Context: an optimization exercise on an open-source flow, tuned for small area and few clock cycles per item. The choices shown serve that exercise and are no tape-out recipe.
Function was checked by simulation only, so behaviour that the tests miss may differ from the original.
Power figures rest on the tool's default switching activity, not on a simulated workload.

==> flow/design.v (outline; a module is shown in full before it is edited, if it fits) <==
// module scg_rom_fwd: 1180 lines
// module scg_rom_rev: 1180 lines
// module scg_front: 61 lines
// module scg_back: 883 lines
// module scg_booth: 16 lines
// module sine_cosine_generator: 139 lines
module sine_cosine_generator #(
  parameter int TABLE_BITS = 10,
  parameter int PHASE_BITS = 32
) (
  input  logic                                   clk,
  input  logic                                   rst,
  input  logic                                   item_valid,
  output logic                                   item_ready,
  input  logic                                   restart,
  output logic                                   result_valid,
  input  logic                                   result_ready,
  output logic signed [scg_pkg::SAMPLE_BITS-1:0] sine_value,
  output logic signed [scg_pkg::SAMPLE_BITS-1:0] cosine_value,
  output logic [scg_pkg::LENGTH_BITS-1:0]        sample_index,
  output logic                                   block_end,
  output logic                                   bad_frequency,
  input  logic                                   cfg_valid,
  output logic                                   cfg_ready,
  input  logic [scg_pkg::CFG_INDEX_BITS-1:0]     cfg_index,
  input  logic [scg_pkg::WORD_BITS-1:0]          cfg_data
);
  // ...
==> flow/flow/run.sh <==
#!/bin/bash
# Own flow: the standard layout, with two changes to the synthesis's
# technology mapping: the final ABC run uses flow/abc.script, and only full
# adders (not half adders) are extracted as adder cells. Everything before
# the mapping is the standard synthesis, so the registers (names and cell
# types) are the standard synthesis's; this is checked against a standard
# synthesis run, and the standard netlist is used if they differ. The ports
# are buffered with the smallest buffer cell.
set -euo pipefail
work=$PWD
res=$work/orfs/results/${FLOW_PLATFORM}/sine_cosine_generator/base

# Standard synthesis, kept apart for the register check.
bash standard.sh WORK_HOME=$work/orfs_std synth > synth_standard.log 2>&1
std=$work/orfs_std/results/${FLOW_PLATFORM}/sine_cosine_generator/base/1_2_yosys.v

# The same synthesis with the changed mapping.
rm -rf $work/abc_scripts
cp -r "$FLOW_HOME/scripts" $work/abc_scripts
cp flow/abc.script $work/abc_scripts/abc_speed.script
cp flow/abc.script $work/abc_scripts/abc_area.script
sed -i 's/^\(\s*\)extract_fa {\*}\[dont_use_extract_fa_args\]/\1extract_fa -fa {*}[dont_use_extract_fa_args]/' $work/abc_scripts/synth.tcl
grep -n "extract_fa" $work/abc_scripts/synth.tcl > synth_changes.log || true
bash standard.sh SCRIPTS_DIR=$work/abc_scripts synth > synth_custom.log 2>&1

flops() {
  grep -oE '^\s*sky130_fd_sc_hd__[a-z0-9_]+\s+\S+' "$1" | awk '{print $1, $2}' \
    | grep -E '__(dfxtp|edfxtp|dfrtp|dfstp|dfbbp|dfrbp|dfsbp|dfxbp|edfrtp|sdf|dlx|dlr|sdlc|dfrtn|edfrbp)' | sort
}
flops "$std" > flops_standard.txt
flops "$res/1_2_yosys.v" > flops_custom.txt
if ! cmp -s flops_standard.txt flops_custom.txt; then
  echo "register mismatch: using the standard synthesis" | tee register_check.log
  rm -rf $work/orfs
  bash standard.sh synth > synth_fallback.log 2>&1
else
  echo "registers match ($(wc -l < flops_custom.txt))" | tee register_check.log
fi

bash standard.sh "BUFFER_PORTS_ARGS=-buffer_cell sky130_fd_sc_hd__buf_1" RECOVER_POWER=50 finish > finish.log 2>&1
==> flow/flow/abc.script <==
strash
&get -n
&fraig -x
&put
scorr
dc2
strash
&get -n
&dch -f
&nf
&put
==> flow/standard.sh <==
#!/bin/bash
# synth_recipe.tcl (not shown) runs the flow's synth.tcl, then flattens the netlist and writes it again
# the make line also repeats each setting of config.mk as NAME=value (left out here)
make -C /OpenROAD-flow-scripts/flow DESIGN_CONFIG=/design/flow/config.mk WORK_HOME=/design/flow/orfs CLKGATE_MAP_FILE= SYNTH_SCRIPT=/design/flow/synth_recipe.tcl "${@:-finish}"
==> flow/config.mk <==
export PLATFORM = sky130hd
export DESIGN_NAME = sine_cosine_generator
export DESIGN_NICKNAME = sine_cosine_generator
export VERILOG_FILES = /design/flow/design.v
export SDC_FILE = /design/flow/constraint.sdc
export NUM_CORES = 4
export LEC_CHECK = 0
export CAP_MARGIN = 20
export CORE_MARGIN = 2
export CORE_UTILIZATION = 45
export CTS_BUF_LIST = sky130_fd_sc_hd__clkbuf_8 sky130_fd_sc_hd__clkbuf_16
export CTS_CLUSTER_DIAMETER = 80
export CTS_CLUSTER_SIZE = 20
export PLACE_DENSITY = 0.65
export SLEW_MARGIN = 20
export SYNTH_MEMORY_MAX_BITS = 65536
==> flow/constraint.sdc <==
create_clock -name core_clock -period 7.0 [get_ports {clk}]
set_input_delay 1.4000 -clock core_clock [delete_from_list [all_inputs] [get_ports {clk}]]
set_output_delay 1.4000 -clock core_clock [all_outputs]
set_load 0.01 [all_outputs]
==> metrics list, run 1 <==
- Outcome: complete, but fails checks
- Layout check failures: max-capacitance violations, max-slew violations
- Post-CTS sizing: 0
- Across the run, the number of max-cap violations was 3.
- Most used flip-flop cell after synthesis: sky130_fd_sc_hd__dfxtp_1
* Share of the final layout cell area in multi-input gates: between 60% and 70%
- Met2 routing resource usage after global routing: between 50% and 60%
- Crit path max-delay cell type: sky130_fd_sc_hd__mux2i_1
- Counting every instance in the synthesized netlist gives 3850.
* Num rows: 95
- The initial utilization of the core area, before any placement, comes to around 45%.
- Summing the areas of all and, or, nand and nor instances in the mapped netlist gives about 20% of the synthesized area.
* Number of cells on the worst reg-to-reg path: 21
* Final HPWL from detailed placement: around 96000 µm
- In the final layout, clock buffers and inverters account for about 1.9% of the cell area.
- Clock tree synthesis found a total of about 260 sinks.
- The placed instances occupy a cell area of approximately 35000 µm².
- The biggest area contributor in the post-synthesis netlist is sky130_fd_sc_hd__fa_1.
- For this run, global-route usage on met1 was measured as a little under half.
- Buffers placed on the I/O ports in this run total 108.
* I/O pin total: 110
- Register containing the most flip-flops in the final layout: cfg
- After clock tree synthesis, the clock-pin slew on the worst setup and hold paths is about 80 ps.
- In the final timing run, aggregate negative setup slack is 0 ps.
- Proportion of power drawn by flip-flops and latches: 11.2%
- The count of nets left with antenna violations once routing finished came out at 0.
- Number of DRC markers in iteration 0: between 3000 and 4000
* Slack of the critical path: 327 ps
- The analysis attributes to net switching a power of 9.98 mW.
- The synthesized design devotes to its leading area cell type 15.9% of total area.
* Final Slew Violations: between 150 and 200
- The Yosys step of the flow raised 5 warnings.
- Synthesis inferred between 200 and 300 register bits.
- Crit path to: cosine_value[19]$_SDFFCE_PP0P_
Testbench counts, summed over its fixed seeds: cycles 12,996, items 12,800.
==> module scg_front, before the edit <==
module scg_front (
  input  logic                              clk,
  input  logic                              rst,
  input  logic                              item_valid,
  input  logic                              take,
  input  logic                              restart,
  input  scg_pkg::cfg_t                     cfg,
  output logic                              block,
  output logic [11:0]                       phase,
  output logic [scg_pkg::LENGTH_BITS-1:0]   index,
  output logic                              last
);
  localparam int LB = scg_pkg::LENGTH_BITS;
  logic [31:0]   phase_acc;
  logic          pending;
  logic          pending_next;
  logic          use_offset;
  logic          at_start;
  logic          start;
  logic [LB-1:0] cnt;
  logic [LB-1:0] cnt_up;
  logic [LB:0]   cnt_inc;
  logic          last_up;
  logic          last_new;
  logic          wrap;
  logic [31:0]   ph;
  logic          next_last;
  always_comb begin
    at_start  = last || (&index);
    start     = restart || at_start;
    block     = restart && !at_start && !pending;
    ph        = use_offset ? cfg.phase_offset : phase_acc;
    cnt_up    = index + LB'(1);
    cnt_inc   = {1'b0, cnt_up} + (LB+1)'(1);
    last_up   = (cnt_inc >= {1'b0, cfg.block_length}) || (cfg.block_length == '0);
    last_new  = (cfg.block_length[LB-1:1] == '0);
    wrap      = &cnt_up;
    cnt       = start ? '0 : cnt_up;
    next_last = start ? last_new : last_up;
  end
  assign phase = ph[31:20];
  assign pending_next = item_valid && restart && !take;
  always_ff @(posedge clk) begin
    if (rst) begin
      phase_acc  <= '0;
      last       <= 1'b1;
      pending    <= 1'b0;
      use_offset <= 1'b1;
    end else begin
      pending    <= pending_next;
      use_offset <= pending_next || (take ? (next_last || (!start && wrap)) : at_start);
      if (take) begin
        phase_acc <= ph + cfg.frequency_word;
        last      <= next_last;
      end
    end
  end
  always_ff @(posedge clk) begin
    if (take) index <= cnt;
  end
endmodule
==> module sine_cosine_generator, before the edit <==
module sine_cosine_generator #(
  parameter int TABLE_BITS = 10,
  parameter int PHASE_BITS = 32
) (
  input  logic                                   clk,
  input  logic                                   rst,
  input  logic                                   item_valid,
  output logic                                   item_ready,
  input  logic                                   restart,
  output logic                                   result_valid,
  input  logic                                   result_ready,
  output logic signed [scg_pkg::SAMPLE_BITS-1:0] sine_value,
  output logic signed [scg_pkg::SAMPLE_BITS-1:0] cosine_value,
  output logic [scg_pkg::LENGTH_BITS-1:0]        sample_index,
  output logic                                   block_end,
  output logic                                   bad_frequency,
  input  logic                                   cfg_valid,
  output logic                                   cfg_ready,
  input  logic [scg_pkg::CFG_INDEX_BITS-1:0]     cfg_index,
  input  logic [scg_pkg::WORD_BITS-1:0]          cfg_data
);
  scg_pkg::cfg_t cfg;
  logic          take;
  logic          hold;
  logic          s1_valid;
  logic          s2_load;
  logic [scg_pkg::LENGTH_BITS-1:0] s1_index;
  logic          s1_last;
  logic [11:0]   phase;
  logic [14:0]   fwd_mag;
  logic [14:0]   rev_mag;
  logic [14:0]   s1_fwd;
  logic [14:0]   s1_rev;
  logic [1:0]    s1_quad;
  logic [14:0]   sin_mag;
  logic [14:0]   cos_mag;
  logic          sin_neg;
  logic          cos_neg;
  logic [8:0]    amp_one;
  logic [8:0]    amp_two;
  logic [8:0]    amp_neg;
  logic [19:0]   sin_out;
  logic [19:0]   cos_out;
  assign cfg_ready = 1'b1;
  always_ff @(posedge clk) begin
    if (rst) begin
      cfg.frequency_word <= '0;
      cfg.phase_offset   <= '0;
      cfg.amplitude      <= scg_pkg::AMP_RESET;
      cfg.block_length   <= scg_pkg::LENGTH_RESET;
      cfg.complex_mode   <= 1'b0;
    end else if (cfg_valid && cfg_ready) begin
      case (cfg_index)
        scg_pkg::REG_FREQUENCY:    cfg.frequency_word <= cfg_data;
        scg_pkg::REG_PHASE_OFFSET: cfg.phase_offset   <= cfg_data;
        scg_pkg::REG_AMPLITUDE:    cfg.amplitude      <= cfg_data[scg_pkg::AMP_BITS-1:0];
        scg_pkg::REG_BLOCK_LENGTH: cfg.block_length   <= cfg_data[scg_pkg::LENGTH_BITS-1:0];
        scg_pkg::REG_COMPLEX_MODE: cfg.complex_mode   <= cfg_data[0];
        default: ;
      endcase
    end
  end
  assign s2_load    = !result_valid || result_ready;
  assign item_ready = (!s1_valid || s2_load) && !hold;
  assign take       = item_valid && item_ready;
  always_ff @(posedge clk) begin
    if (rst) begin
      s1_valid     <= 1'b0;
      result_valid <= 1'b0;
    end else begin
      s1_valid     <= take || (s1_valid && !s2_load);
      if (s2_load) result_valid <= s1_valid;
    end
  end
  scg_front u_front (
    .clk        (clk),
    .rst        (rst),
    .item_valid (item_valid),
    .take       (take),
    .restart    (restart),
    .cfg        (cfg),
    .block      (hold),
    .phase      (phase),
    .index      (s1_index),
    .last       (s1_last)
  );
  scg_rom_fwd u_fwd (
    .idx   (phase[9:0]),
    .value (fwd_mag)
  );
  scg_rom_rev u_rev (
    .idx   (phase[9:0]),
    .value (rev_mag)
  );
  always_ff @(posedge clk) begin
    if (take) begin
      s1_fwd  <= fwd_mag;
      s1_rev  <= rev_mag;
      s1_quad <= phase[11:10];
    end
  end
  assign sin_mag = s1_quad[0] ? s1_rev : s1_fwd;
  assign cos_mag = s1_quad[0] ? s1_fwd : s1_rev;
  assign sin_neg = s1_quad[1];
  assign cos_neg = s1_quad[1] ^ s1_quad[0];
  assign bad_frequency = (cfg.frequency_word == '0);
  scg_booth u_booth (
    .amp  (cfg.amplitude),
    .one  (amp_one),
    .two  (amp_two),
    .bneg (amp_neg)
  );
  scg_back u_sin (
    .t     (sin_mag),
    .one   (amp_one),
    .two   (amp_two),
    .bneg  (amp_neg),
    .neg   (sin_neg),
    .zero  (bad_frequency),
    .value (sin_out)
  );
  scg_back u_cos (
    .t     (cos_mag),
    .one   (amp_one),
    .two   (amp_two),
    .bneg  (amp_neg),
    .neg   (cos_neg),
    .zero  (bad_frequency || !cfg.complex_mode),
    .value (cos_out)
  );
  always_ff @(posedge clk) begin
    if (s2_load && s1_valid) begin
      sine_value   <= $signed(sin_out);
      cosine_value <= $signed(cos_out);
      sample_index <= s1_index;
      block_end    <= s1_last;
    end
  end
endmodule
==> run 2: changes to the inputs <==
--- a/flow/design.v
+++ b/flow/design.v
@@ -2430,2 +2430,4 @@
   input  logic                              restart,
+  input  logic                              s1_valid,
+  input  logic                              move,
   input  scg_pkg::cfg_t                     cfg,
@@ -2441,2 +2443,7 @@
   logic          use_offset;
+  logic          s1_start;
+  logic          s1_last;
+  logic [LB-1:0] s1_index;
+  logic [LB-1:0] new_index;
+  logic          new_last;
   logic          at_start;
@@ -2452,3 +2459,6 @@
   always_comb begin
-    at_start  = last || (&index);
+    s1_index  = s1_start ? '0 : index + LB'(1);
+    new_index = s1_valid ? s1_index : index;
+    new_last  = s1_valid ? s1_last : last;
+    at_start  = new_last || (&new_index);
     start     = restart || at_start;
@@ -2456,3 +2466,3 @@
     ph        = use_offset ? cfg.phase_offset : phase_acc;
-    cnt_up    = index + LB'(1);
+    cnt_up    = new_index + LB'(1);
     cnt_inc   = {1'b0, cnt_up} + (LB+1)'(1);
@@ -2475,6 +2485,4 @@
       use_offset <= pending_next || (take ? (next_last || (!start && wrap)) : at_start);
-      if (take) begin
-        phase_acc <= ph + cfg.frequency_word;
-        last      <= next_last;
-      end
+      if (take) phase_acc <= ph + cfg.frequency_word;
+      if (move) last <= s1_last;
     end
@@ -2482,3 +2490,7 @@
   always_ff @(posedge clk) begin
-    if (take) index <= cnt;
+    if (take) begin
+      s1_start <= start;
+      s1_last  <= next_last;
+    end
+    if (move) index <= s1_index;
   end
@@ -3410,4 +3422,2 @@
   logic          s2_load;
-  logic [scg_pkg::LENGTH_BITS-1:0] s1_index;
-  logic          s1_last;
   logic [11:0]   phase;
@@ -3464,2 +3474,4 @@
     .restart    (restart),
+    .s1_valid   (s1_valid),
+    .move       (s2_load && s1_valid),
     .cfg        (cfg),
@@ -3467,4 +3479,4 @@
     .phase      (phase),
-    .index      (s1_index),
-    .last       (s1_last)
+    .index      (sample_index),
+    .last       (block_end)
   );
@@ -3518,4 +3530,2 @@
       cosine_value <= $signed(cos_out);
-      sample_index <= s1_index;
-      block_end    <= s1_last;
     end
--- a/flow/flow/run.sh
+++ b/flow/flow/run.sh
@@ -39,2 +39,2 @@
 
-bash standard.sh "BUFFER_PORTS_ARGS=-buffer_cell sky130_fd_sc_hd__buf_1" RECOVER_POWER=50 finish > finish.log 2>&1
+bash standard.sh "BUFFER_PORTS_ARGS=-buffer_cell sky130_fd_sc_hd__buf_1" finish > finish.log 2>&1
==> metrics list, run 2 <==
- Most instantiated cells after synthesis: 574 x sky130_fd_sc_hd__nand2_1, 435 x sky130_fd_sc_hd__nor2_1, 352 x sky130_fd_sc_hd__xnor2_1 (was 593 x sky130_fd_sc_hd__nand2_1, 428 x sky130_fd_sc_hd__nor2_1, 331 x sky130_fd_sc_hd__xnor2_1).
- The cell taking the most area after synthesis was sky130_fd_sc_hd__fa_1 (unchanged).
* Antenna violations before repair: 2 (unchanged)
- Relative max-transition margin: 16.8% (was -85.2%)
- The maximum operating frequency came to 150 MHz (about the same).
- The half-perimeter wire length of the detailed placement result was 99400 µm (was 95900 µm).
- The largest net degree at the start of global routing is 82 (was 83).
* Total wire length after detailed routing: 129000 µm (was 127000 µm)
* Aggregate negative setup slack: 0 ps (unchanged)
- Fin. Hold Viols: 0 (unchanged)
* Number of flip-flops and latches in the synthesized netlist: 240 (was 263)
* Most frequent cells in the layout: 574 x sky130_fd_sc_hd__nand2_1, 431 x sky130_fd_sc_hd__nor2_1, 336 x sky130_fd_sc_hd__xnor2_1 (was 591 x sky130_fd_sc_hd__nand2_1, 425 x sky130_fd_sc_hd__nor2_1, 331 x sky130_fd_sc_hd__buf_4)
* Register containing the most flip-flops in the final layout: cfg (unchanged)
- The horizontal extent of the die came to 263 µm (about the same).
* Max reg flops: 105 (unchanged)
- First-pass GRT wire length: 196000 µm (was 192000 µm)
* Via count of the first global-routing pass: 31500 (about the same)
* Required time of the critical path: 7310 ps (was 7290 ps)
- The share of cells above drive strength 1 is 9.35% (was 10.2%).
- The setup skew after layout is 45.9 ps (was 18.0 ps).
- The path class of the lowest-slack min-delay path is flip-flop to flip-flop (unchanged).
* Total cell area at the placement stage: 34500 µm² (was 34700 µm²)
* Most common cell after layout, fill and taps aside: sky130_fd_sc_hd__nand2_1 (unchanged)
* Num rows: 95 (unchanged)
* Largest registers: cfg: 105 flops, u_front.phase_acc: 32 flops, u_front.index: 24 flops (was cfg: 105 flops, u_front.phase_acc: 32 flops)
* Worst path arrival time: 6970 ps (was 6960 ps)
* Endpoint kind of the worst setup timing path: flip-flop (unchanged)
- The clock period minus final worst setup slack came to 6660 ps (was 6670 ps).
- The number of hold buffers added after CTS was 0 (unchanged).
* Worst-Skew Late Latency: 580 ps (was 560 ps)
- Signed area change from the synthesized netlist to the final layout: 16.7% (was 17.2%)
- Clock tree from TritonCTS: built (unchanged)
- The power per standard cell area is 606 nW/µm² (was 539 nW/µm²).
* Total CTS buffers: 22 (was 21)
* Net count after synthesis: 4179 (was 4132)
- Endpoints failing setup: 0 (unchanged)
- Average via count per standard cell: 6.27 (was 6.23)
* Total leakage power: 12.3 nW (was 12.5 nW)
- Outcome: no timing/DRC/antenna violations (was complete, but fails checks)
- The final period utilization is 95.2% (was 95.3%).
* Mapped Area: 30300 µm² (about the same)
- Number of DRC markers in iteration 0: 3476 (was 3349)
* Critical path startpoint category: flip-flop (unchanged)
* Top-count cell post-synth: sky130_fd_sc_hd__nand2_1 (unchanged)
* Count of fill cells added during filler insertion: 6689 (was 6660)
- The fraction of post-synthesis cell area in the top cell type by area is 15.9% (about the same).
- Maximum count of clock buffers along a single path: 3 (unchanged)
* Placeable core region: 66900 µm² (unchanged)
* Clock sink count: 240 (was 263)
- The number of distinct library cells after synthesis is 70 (was 69).
* GRT Total Usage: 36.5% (was 35.9%)
- Avg Synthesized Cell Area: 7.77 µm² (was 7.86 µm²)
- The H-tree level count came to 1 (unchanged).
- Pin slew with the least headroom to its limit: 1240 ps (was 2780 ps)
- The least setup slack across all paths after layout was 339 ps (was 327 ps).
- The initial core utilization is 45.3% (was 45.2%).
* Total die area: 69400 µm² (about the same)
- Count of warnings emitted by yosys: 5 (unchanged)
- Maximum fanout along the worst path: 15 (was 12)
- The number of DRC violations after detailed routing was 0 (unchanged).
- Ys async rst share: 0% (unchanged)
- The via count was 32800 (was 32400).
* I/O pin total: 110 (unchanged)
- The kind of critical path was flip-flop to flip-flop (unchanged).
* Area contributors post-synth: sky130_fd_sc_hd__fa_1 16%, sky130_fd_sc_hd__xnor2_1 10%, sky130_fd_sc_hd__edfxtp_1 9.7%, sky130_fd_sc_hd__dfxtp_1 9.4%, sky130_fd_sc_hd__nand2_1 7.1% (was sky130_fd_sc_hd__fa_1 16%, sky130_fd_sc_hd__edfxtp_1 12%, sky130_fd_sc_hd__xnor2_1 9.6%, sky130_fd_sc_hd__dfxtp_1 9.4%, sky130_fd_sc_hd__nand2_1 7.4%)
* Weighted congestion at the end of routability-driven global placement: 1.05 (was 1.04)
- Final-stage net count: 4621 (was 4604)
- First-pass detailed-route iteration total: 8 (was 6)
- The maximum ir drop on the vdd rail was 0.759 mV (was 1.08 mV).
* Clock transition time at the flip-flop clock pins of the worst setup and hold paths: 80 ps (about the same)
- The post-place setup slack is 243 ps (was 253 ps).
* Portion of the post-synthesis area used by sequential elements: 19.1% (was 21.4%)
* Die boundary height: 263 µm (about the same)
* Gate count after technology mapping: 3897 (was 3850)
* CTS Root Cell: sky130_fd_sc_hd__clkbuf_16 (unchanged)
- The average wire per cell in the routed design is 24.8 µm (was 24.3 µm).
- Antenna viol nets, final: 0 (unchanged)
- # port buffers: 108 (unchanged)
- RSZ-0062 raised after global routing: no (unchanged)
- The worst hold margin is 450 ps (was 455 ps).
- Post-synth EDFFs: 98 (was 121)
- Final Slew Violations: 0 (was 174)
- The max capacitance violation total was 0 (was 3).
- The most common flop cell mapped by yosys is sky130_fd_sc_hd__dfxtp_1 (unchanged).
- The remaining global-route overflow is 0 (unchanged).
- The post-route cell area came to 35300 µm² (was 35500 µm²).
[run 2: cell types whose count changed after synthesis, sizes merged, moves of 8 or more]
cell	delta
a211oi	+13
a221oi	-11
and2	+9
clkinv	+8
edfxtp	-23
mux2	+14
nand2	-19
nand2b	-27
nand3	-17
nor3	+8
xnor2	+21
[run 2: area by class of cell]
| type | instances | area (µm²) | area share (%) |
|---|---|---|---|
| Sequential cell | 240 | 5790 | 16.4 |
| Clock buffer | 22 | 551 | 1.56 |
| Antenna cell | 1 | 2.50 | 0.00708 |
| Tap cell | 873 | 1090 | 3.09 |
| Clock inverter | 15 | 189 | 0.534 |
| Multi-Input combinational cell | 3404 | 23900 | 67.7 |
| Inverter | 252 | 950 | 2.69 |
| Timing Repair Buffer | 419 | 2860 | 8.08 |
[run 2: final timing paths]
path | startpoint | to | slack, ps | cells past startpoint
max | u_front.use_offset$_SDFF_PP1_ | s1_fwd[14]$_DFFE_PP_ | 340 | 24
min | u_front.phase_acc[11]$_SDFFE_PP0P_ | u_front.phase_acc[11]$_SDFFE_PP0P_ | 450 | 2
max reg2reg | u_front.use_offset$_SDFF_PP1_ | s1_fwd[14]$_DFFE_PP_ | 340 | 24
min reg2reg | u_front.phase_acc[11]$_SDFFE_PP0P_ | u_front.phase_acc[11]$_SDFFE_PP0P_ | 450 | 2
[run 2: layer usage]
layer  share of wire, %  up-vias  track usage [%]
li1                   -    14900                -
met1                 40    15800             47.5
met2                 45     1673             58.5
met3                8.6      457             5.76
met4                6.0        2             19.0
met5              0.010        -                0
[run 2: report_power, final]
part           internal, mW  switching (mW)  total, mW
Combinational          7.24            10.9       18.1
Sequential             1.91           0.110       2.02
Clock                 0.621           0.662       1.28
Total                  9.77            11.7       21.4
[run 2: repair_timing]
| item | in CTS | in global routing |
|---|---|---|
| setup endpoints to repair | 0 | 10 |
| buffers inserted | 0 | 5 |
| resized for setup | 0 | 6 |
[run 2: metrics by stage]
stage	std cells	util (%)	power (mW)
6_report	5226	52.8	21.4
5_1_grt	5226	52.8	23.6
4_1_cts	5220	52.7	21.4
3_5_place_dp	5183	51.6	20.0
3_3_place_gp	5183	51.6	19.7
2_1_floorplan	3897	-	15.6
[run 2: worst max-delay path, cell delays in order, from the launching register on]
cell	delay, ps
sky130_fd_sc_hd__dfxtp_4	420
sky130_fd_sc_hd__buf_4	170
sky130_fd_sc_hd__mux2i_4	240
sky130_fd_sc_hd__nor2_1	850
sky130_fd_sc_hd__nand2_1	400
sky130_fd_sc_hd__nand3_1	190
sky130_fd_sc_hd__o2111ai_1	100
sky130_fd_sc_hd__o21ai_0	210
sky130_fd_sc_hd__a31oi_1	140
sky130_fd_sc_hd__a31oi_1	240
sky130_fd_sc_hd__nand3_1	230
sky130_fd_sc_hd__buf_4	230
sky130_fd_sc_hd__fa_1	550
sky130_fd_sc_hd__nor2_1	80
sky130_fd_sc_hd__fa_1	530
sky130_fd_sc_hd__nand2_1	80
sky130_fd_sc_hd__fa_1	460
sky130_fd_sc_hd__o211ai_1	230
sky130_fd_sc_hd__o211ai_1	120
sky130_fd_sc_hd__o211a_1	250
sky130_fd_sc_hd__nor2_1	100
sky130_fd_sc_hd__a21oi_1	90
sky130_fd_sc_hd__a21oi_1	220
sky130_fd_sc_hd__nand3b_1	120
sky130_fd_sc_hd__xor2_1	150
[run 2: cells by family (layout without fill, tap and decap cells)]
logic type	Yosys count	count (layout)	synth area share [%]
other	1	2	0.0124
buffers and inverters	253	708	3.15
adder cells (fa/ha/maj)	245	245	16.1
flip-flops	240	240	19.1
XOR/XNOR	504	504	14.7
AND/OR/NAND/NOR	1376	1376	19.8
multiplexers	85	85	2.94
AO/OA/AOI/OAI	1193	1193	24.3
Testbench counts of run 2, summed over its fixed seeds: cycles 12,996, items 12,800.
==> run 3: changes to the inputs <==
--- a/flow/config.mk
+++ b/flow/config.mk
@@ -10,5 +10,5 @@
 export CORE_UTILIZATION = 45
-export CTS_BUF_LIST = sky130_fd_sc_hd__clkbuf_8 sky130_fd_sc_hd__clkbuf_16
-export CTS_CLUSTER_DIAMETER = 80
-export CTS_CLUSTER_SIZE = 20
+export CTS_BUF_LIST = sky130_fd_sc_hd__clkbuf_4 sky130_fd_sc_hd__clkbuf_8
+export CTS_CLUSTER_DIAMETER = 60
+export CTS_CLUSTER_SIZE = 16
 export PLACE_DENSITY = 0.65
==> metrics list, run 3 <==
- The headroom to the max-slew limit was 17.4% (was 16.8%).
- The fraction of post-synthesis cell area in the top cell type by area came to 15.9% (unchanged).
- The data arrival time at the worst-slack endpoint is 6990 ps (was 6970 ps).
- The share of cells above drive strength 1 was 9.52% (was 9.35%).
- The leakage power was 12.2 nW (was 12.3 nW).
* Weighted congestion at the end of routability-driven global placement: 1.05 (unchanged)
* Maximum count of clock buffers along a single path: 3 (unchanged)
* Total die area: 69400 µm² (unchanged)
- Peak supply drop: 0.758 mV (was 0.759 mV)
* Most frequent cells in the layout: 574 x sky130_fd_sc_hd__nand2_1, 431 x sky130_fd_sc_hd__nor2_1, 336 x sky130_fd_sc_hd__xnor2_1 (unchanged)
- The placed instance area is 34500 µm² (unchanged).
- The number of detailed-route iterations in the first pass was 6 (was 8).
- Slack of the critical path: 410 ps (was 339 ps)
- Gr ovfl total: 0 (unchanged)
- Number of distinct library cell variants in the gate-level netlist after synthesis: 70 (unchanged)
- RSZ-0062 raised after global routing: no (unchanged)
- The setup skew after layout came to 37.5 ps (was 45.9 ps).
- The most heavily used metal layer in global routing is met2 (unchanged).
- The total wire length came to 130000 µm (was 129000 µm).
- The synthesized net count is 4179 (unchanged).
- The number of warnings reported in the yosys synthesis log came to 5 (unchanged).
* Outcome: no timing/DRC/antenna violations (unchanged)
* Max reg flops: 105 (unchanged)
* Pin slew with the least headroom to its limit: 1240 ps (about the same)
- The synthesized flop and latch total is 240 (unchanged).
- Count of fill cells added during filler insertion: 6701 (was 6689)
- The number of synthesized flops with an enable pin is 98 (unchanged).
- Antenna violations before repair: 2 (unchanged)
- The insertion delay of the later-clocked pin in the worst-skew pair came to 670 ps (was 580 ps).
- The routed via count divided by cell count came to 6.25 (was 6.27).
* Required time of the critical path: 7400 ps (was 7310 ps)
- The biggest fanout along the worst timing path is 18 (was 15).
* Die boundary height: 263 µm (unchanged)
- Area contributors post-synth: sky130_fd_sc_hd__fa_1 16%, sky130_fd_sc_hd__xnor2_1 10%, sky130_fd_sc_hd__edfxtp_1 9.7%, sky130_fd_sc_hd__dfxtp_1 9.4%, sky130_fd_sc_hd__nand2_1 7.1% (unchanged)
* Register containing the most flip-flops in the final layout: cfg (unchanged)
* Clock tree from TritonCTS: built (unchanged)
- Antenna viol nets, final: 0 (unchanged)
* Effective utilization at floorplan: 45.3% (unchanged)
* Mapped Area: 30300 µm² (unchanged)
* I/O pin total: 110 (unchanged)
- Minimum clock period: 6590 ps (was 6660 ps)
- Total CTS buffers: 27 (was 22)
- RR Startpoint: u_front.use_offset$_SDFF_PP1_ (unchanged)
- Number of instances on the worst hold path: 2 (unchanged)
- Total power per unit cell area: 605 nW/µm² (was 606 nW/µm²)
* Ys async rst share: 0% (unchanged)
- The commonest non-fill, non-tap cell in the layout was sky130_fd_sc_hd__nand2_1 (unchanged).
- Number of cells on the worst reg-to-reg path: 22 (was 24)
- Cell count after placement: 5183 (unchanged)
* Critical path startpoint category: flip-flop (unchanged)
- Hold crit path type: flip-flop to flip-flop (unchanged)
* Total vias in the final route: 32700 (was 32800)
- The post-synthesis to final-layout area growth was 16.3% (was 16.7%).
* Endpoint kind of the worst setup timing path: flip-flop (unchanged)
- Fin Hold WS: 456 ps (was 450 ps)
* Number of DRC markers in iteration 0: 3376 (was 3476)
- First-pass GRT wire length: 196000 µm (about the same)
* Final design area excluding fillers: 35200 µm² (was 35300 µm²)
* Endpoint of the lowest-slack register-to-register path: s1_fwd[14]$_DFFE_PP_ (unchanged)
- Setup slack of the most critical reg-to-reg path: 410 ps (was 340 ps)
* Clock sink count: 240 (unchanged)
- Gate count after technology mapping: 3897 (unchanged)
- The final hold violation count is 0 (unchanged).
- The number of failing setup endpoints in the final timing report is 0 (unchanged).
- Mean routed wirelength per cell: 24.7 µm (was 24.8 µm)
* Num rows: 95 (unchanged)
- The number of DRC violations after detailed routing came to 0 (unchanged).
- H-Tree Level Count: 1 (unchanged)
- Overall die width: 263 µm (unchanged)
- The number of global-route vias before repair was 31500 (about the same).
- CTS Root Cell: sky130_fd_sc_hd__clkbuf_8 (was sky130_fd_sc_hd__clkbuf_16)
* # port buffers: 108 (unchanged)
* Top-count cell post-synth: sky130_fd_sc_hd__nand2_1 (unchanged)
* Start-to-end type of the worst setup path: flip-flop to flip-flop (unchanged)
- Final Slew Violations: 0 (unchanged)
- The post-CTS setup buffer count is 0 (unchanged).
- The post-place setup slack is 243 ps (unchanged).
- Avg Synthesized Cell Area: 7.77 µm² (unchanged)
- The final period utilization came to 94.1% (was 95.2%).
- Area leader, netlist: sky130_fd_sc_hd__fa_1 (unchanged)
- The total design power was 21.3 mW (was 21.4 mW).
* Crit path to: s1_fwd[14]$_DFFE_PP_ (unchanged)
- Most instantiated cells after synthesis: 574 x sky130_fd_sc_hd__nand2_1, 435 x sky130_fd_sc_hd__nor2_1, 352 x sky130_fd_sc_hd__xnor2_1 (unchanged)
- Placeable core region: 66900 µm² (unchanged)
- The most common flop cell mapped by yosys was sky130_fd_sc_hd__dfxtp_1 (unchanged).
- Max Cap Viol: 0 (unchanged)
* Largest registers: cfg: 105 flops, u_front.phase_acc: 32 flops, u_front.index: 24 flops (unchanged)
* Fmax: 152 MHz (was 150 MHz)
* Post-layout instance count excluding filler cells: 5234 (was 5226)
- The sequential element share of the synthesized area is 19.1% (unchanged).
- The clock transition at the registers of the reported paths came to 100 ps (was 80 ps).
- The half-perimeter wire length of the detailed placement result is 99400 µm (unchanged).
- The global-route usage over all layers is 36.5% (about the same).
* Met2 routing resource usage after global routing: 58.3% (was 58.5%)
- The count of nets after finishing is 4621 (unchanged).
- Largest net degree at the start of global routing: 82 (unchanged)
* GR Util met3: 5.51% (was 5.76%)
- Met1 track utilization from global routing: 47.6% (was 47.5%)
- Crit path from: u_front.use_offset$_SDFF_PP1_ (unchanged)
run 3: what timing repair did:
action,CTS,global route
endpoints found under the setup margin,0,9
hold buffers,0,0
gates resized for setup,0,7
run 3: worst max-delay path: stages (launching register included):
cell,delay (ps)
sky130_fd_sc_hd__dfxtp_4,570
sky130_fd_sc_hd__mux2i_1,540
sky130_fd_sc_hd__nor2_1,160
sky130_fd_sc_hd__o21ai_0,700
sky130_fd_sc_hd__a21oi_1,160
sky130_fd_sc_hd__a2111oi_1,450
sky130_fd_sc_hd__o22ai_1,180
sky130_fd_sc_hd__o21ai_0,210
sky130_fd_sc_hd__nand3_1,200
sky130_fd_sc_hd__buf_4,220
sky130_fd_sc_hd__fa_1,550
sky130_fd_sc_hd__nor2_1,80
sky130_fd_sc_hd__fa_1,520
sky130_fd_sc_hd__nand2_1,80
sky130_fd_sc_hd__fa_1,440
sky130_fd_sc_hd__o211ai_1,220
sky130_fd_sc_hd__o211ai_1,120
sky130_fd_sc_hd__o211a_1,250
sky130_fd_sc_hd__nor2_1,100
sky130_fd_sc_hd__a21oi_1,90
sky130_fd_sc_hd__a21oi_1,210
sky130_fd_sc_hd__nand3b_1,110
sky130_fd_sc_hd__xor2_1,150
run 3: how the worst min path moves through the flow:
stage / startpoint / to / slack, ps
6_report: u_front.phase_acc[11]$_SDFFE_PP0P_ / u_front.phase_acc[11]$_SDFFE_PP0P_ / 460
5_1_grt: cfg[1]$_SDFFE_PP0P_ / cfg[1]$_SDFFE_PP0P_ / 480
3_3_place_gp: u_front.phase_acc[11]$_SDFFE_PP0P_ / u_front.phase_acc[11]$_SDFFE_PP0P_ / 440
3_5_place_dp: u_front.phase_acc[11]$_SDFFE_PP0P_ / u_front.phase_acc[11]$_SDFFE_PP0P_ / 440
4_1_cts: u_front.phase_acc[11]$_SDFFE_PP0P_ / u_front.phase_acc[11]$_SDFFE_PP0P_ / 450
2_1_floorplan: cfg[1]$_SDFFE_PP0P_ / cfg[1]$_SDFFE_PP0P_ / 420
run 3: cell type report:
| class | count | area, µm² | area share (%) |
|---|---|---|---|
| Clock inverter | 19 | 277 | 0.785 |
| Sequential cell | 240 | 5790 | 16.4 |
| Inverter | 252 | 950 | 2.69 |
| Antenna cell | 2 | 5.00 | 0.0142 |
| Timing Repair Buffer | 414 | 2810 | 7.96 |
| Multi-Input combinational cell | 3404 | 23900 | 67.9 |
| Clock buffer | 30 | 394 | 1.12 |
| Tap cell | 873 | 1090 | 3.10 |
run 3: kinds of logic (layout without fill, tap and decap cells):
logic type / after synthesis / count (layout) / synth area share (%)
AO/OA/AOI/OAI: 1193 / 1193 / 24.3
XOR/XNOR: 504 / 504 / 14.7
adder cells (fa/ha/maj): 245 / 245 / 16.1
buffers and inverters: 253 / 715 / 3.15
flip-flops: 240 / 240 / 19.1
multiplexers: 85 / 85 / 2.94
other: 1 / 3 / 0.0124
AND/OR/NAND/NOR: 1376 / 1376 / 19.8
run 3: layer usage:
metal	part of all wire (%)	vias up
li1	-	14900
met1	40	15700
met2	45	1660
met3	8.4	467
met4	6.3	2
met5	0.0062	-
run 3: stage by stage:
stage	TNS [ps]	utilization, %
2_1_floorplan	-3470	-
3_3_place_gp	0	51.6
3_5_place_dp	0	51.6
4_1_cts	0	52.6
5_1_grt	0	52.7
6_report	0	52.7
run 3: report_power, final:
| group | leakage [nW] | internal (mW) | switching, mW |
|---|---|---|---|
| logic | 9.78 | 7.24 | 10.9 |
| registers | 2.09 | 1.91 | 0.112 |
| clock network | 0.332 | 0.532 | 0.646 |
| total | 12.2 | 9.68 | 11.7 |

## separate check: timing with driven ports
The results above use ideal ports. As a check the final layouts listed here were re-extracted and re-timed, cells and wires unchanged. Step 1 assumes that a clkbuf_16 drives the clock port and a buf_2 every other input. Step 2 adds t to the input delays and takes it off the output delays; t is the mean of the earliest and latest rising clock arrival at the registers after step 1. Input paths then give back, and output paths get back, about the clock's delay inside the block. a / b / c = ideal / step 1 / step 2; a / b = the first two.
| run | t (ns) | setup slack, ns | worst register clock-pin slew, ns |
|---|---|---|---|
| run 1 | 0.614 | 0.327 / 0.327 / 0.327 | 0.09 / 0.09 |
| run 2 | 0.629 | 0.339 / 0.339 / 0.339 | 0.09 / 0.09 |
| run 3 | 0.720 | 0.410 / 0.353 / 0.410 | 0.10 / 0.10 |
